From an optimization exercise on the open Yosys and OpenROAD flow, aimed at small area; shortcuts taken in it are not production practice.
Only simulation tests tie the RTL to the original design; equivalence was not proved.
Power is estimated from default activity; no workload was simulated.

## simd_issue_ctrl
module simd_issue_ctrl #(
  parameter int unsigned WIDTH = 32,
  parameter int unsigned LANES = 4,
  parameter int unsigned NREGS = 8,
  parameter int unsigned AW    = $clog2(NREGS)
) (
  input  logic                   clk,
  input  logic                   rst,
  input  logic                   instr_valid,
  output logic                   instr_ready,
  input  logic [2:0]             instr_op,
  input  logic [AW-1:0]          instr_dst,
  input  logic [AW-1:0]          instr_srca,
  input  logic [AW-1:0]          instr_srcb,
  input  logic                   rf_we,
  input  logic [AW-1:0]          rf_waddr,
  input  logic [LANES*WIDTH-1:0] rf_wdata,
  input  logic [AW-1:0]          rf_raddr,
  output logic [LANES*WIDTH-1:0] rf_rdata,
  output logic [2:0]             core_opcode,
  output logic [LANES*WIDTH-1:0] core_a,
  output logic [LANES*WIDTH-1:0] core_b,
  input  logic [LANES*WIDTH-1:0] core_r,
  output logic                   busy,
  output logic                   done,
  output logic                   err
);
For scale: about 5400 cells after synthesis, about 1200 flip-flops, roughly 670 I/O pins.
clock: 6.0 ns
lec_check: 0
cap_margin: 20
core_margin: 2
core_utilization: 40
cts_cluster_diameter: 100
cts_cluster_size: 25
slew_margin: 20
synth_hierarchical: 1
synth_minimum_keep_size: 0
run.sh (not shown) runs the stock make flow with config.mk's settings and CLKGATE_MAP_FILE= SYNTH_SCRIPT=/design/flow/synth_recipe.tcl, a recipe that flattens the netlist after the stock synthesis.
The starting point completed, yet does not pass: negative setup slack.
Rerun with:
==> flow/flow/run.sh (new file) <==
#!/bin/bash
set -euo pipefail
export BUFFER_PORTS_ARGS="-buffer_cell sky130_fd_sc_hd__buf_1"
export CTS_ARGS="-sink_clustering_enable -repair_clock_nets -dont_use_dummy_load"
bash standard.sh > run_standard.log 2>&1
==> flow/standard.sh (new file) <==
#!/bin/bash
# synth_recipe.tcl (not shown) runs the flow's synth.tcl, then flattens the netlist and writes it again
# the make line also repeats each setting of config.mk as NAME=value (left out here)
make -C /OpenROAD-flow-scripts/flow DESIGN_CONFIG=/design/flow/config.mk WORK_HOME=/design/flow/orfs CLKGATE_MAP_FILE= SYNTH_SCRIPT=/design/flow/synth_recipe.tcl "${@:-finish}"
- CTS_CLUSTER_DIAMETER: 100 -> default
- CTS_CLUSTER_SIZE: 25 -> default
removed: flow/run.sh
After rerunning: Now the flow completed with no timing, DRC or antenna violations; design area decreases by 8.6%; global-route usage decreases by 0.26 points; combinational power decreases by 20%; via count decreases by 1.4%; setup slack gains 260 ps; utilization decreases by 4.2 points; fmax increases by 4.5%; sequential share of layout area increases by 3.5 points.
Rerun with:
==> flow/run.sh (new file) <==
#!/bin/bash
# synth_recipe.tcl (not shown) runs the flow's synth.tcl, then flattens the netlist and writes it again
# the make line also repeats each setting of config.mk as NAME=value (left out here)
make -C /OpenROAD-flow-scripts/flow DESIGN_CONFIG=/design/flow/config.mk WORK_HOME=/design/flow/orfs CLKGATE_MAP_FILE= SYNTH_SCRIPT=/design/flow/synth_recipe.tcl finish
- CORE_UTILIZATION: 40 -> 55
- CTS_BUF_LIST: default -> sky130_fd_sc_hd__clkbuf_4 sky130_fd_sc_hd__clkbuf_8
removed: flow/flow/run.sh
removed: flow/standard.sh
Hold slack loses 5.6 ps; power rises by 9.4%; via count rises by 4.3%.
Rerun with:
==> flow/flow/run.sh (new file) <==
#!/bin/bash
set -euo pipefail
export BUFFER_PORTS_ARGS="-buffer_cell sky130_fd_sc_hd__buf_1"
export CTS_ARGS="-sink_clustering_enable -repair_clock_nets -dont_use_dummy_load -sink_clustering_size 25 -sink_clustering_max_diameter 100"
bash standard.sh > run_standard.log 2>&1
==> flow/standard.sh (new file) <==
#!/bin/bash
# synth_recipe.tcl (not shown) runs the flow's synth.tcl, then flattens the netlist and writes it again
# the make line also repeats each setting of config.mk as NAME=value (left out here)
make -C /OpenROAD-flow-scripts/flow DESIGN_CONFIG=/design/flow/config.mk WORK_HOME=/design/flow/orfs CLKGATE_MAP_FILE= SYNTH_SCRIPT=/design/flow/synth_recipe.tcl "${@:-finish}"
- CORE_UTILIZATION: 55 -> 40
- CTS_BUF_LIST: sky130_fd_sc_hd__clkbuf_4 sky130_fd_sc_hd__clkbuf_8 -> default
removed: flow/run.sh
Result: Clock power shrinks by 44%. Power goes down by 18%. Die area rose by 37%. Area after synthesis is unchanged. Critical path depth is unchanged. Setup slack improved by 130 ps. Cell area decreases by 13%. Global-route usage came out lower by 12 points.

what the ideal ports hide:
The flow's constraints put no driver on any port. The routed layouts listed below were extracted and timed again, unchanged, in two steps. Step 1 (the two cells are an assumption about what drives the block):
set clk [get_ports {clk}]
set_driving_cell -lib_cell sky130_fd_sc_hd__clkbuf_16 $clk
set_driving_cell -lib_cell sky130_fd_sc_hd__buf_2 [delete_from_list [all_inputs] $clk]
Step 2 adds t to the input delays and takes it off the output delays; t is the mean of the earliest and latest rising clock arrival at the registers after step 1. Input paths then give back, and output paths get back, about the clock's delay inside the block. Slacks: ideal / step 1 / step 2; pairs: ideal / step 1.
| run | t, ns | setup WS [ns] | hold slack, ns | pins driven straight from the clock port |
|---|---|---|---|---|
| the first run | 0.784 | -0.024 / -0.062 / -0.062 | 0.443 / 0.443 / 0.443 | 1 |
| the second run | 0.839 | 0.236 / 0.162 / 0.162 | 0.419 / 0.419 / 0.419 | 1 |
| the third run | 0.981 | 0.052 / -0.062 / -0.062 | 0.413 / 0.413 / 0.413 | 1 |
| the fourth run | 0.774 | 0.179 / 0.143 / 0.143 | 0.427 / 0.427 / 0.427 | 1 |
With both steps, setup timing fails in the third run, where it was met with ideal ports. For the third run, which loses most, drivers alone change the setup slack by -0.114 ns; drivers and shift together by -0.114 ns.
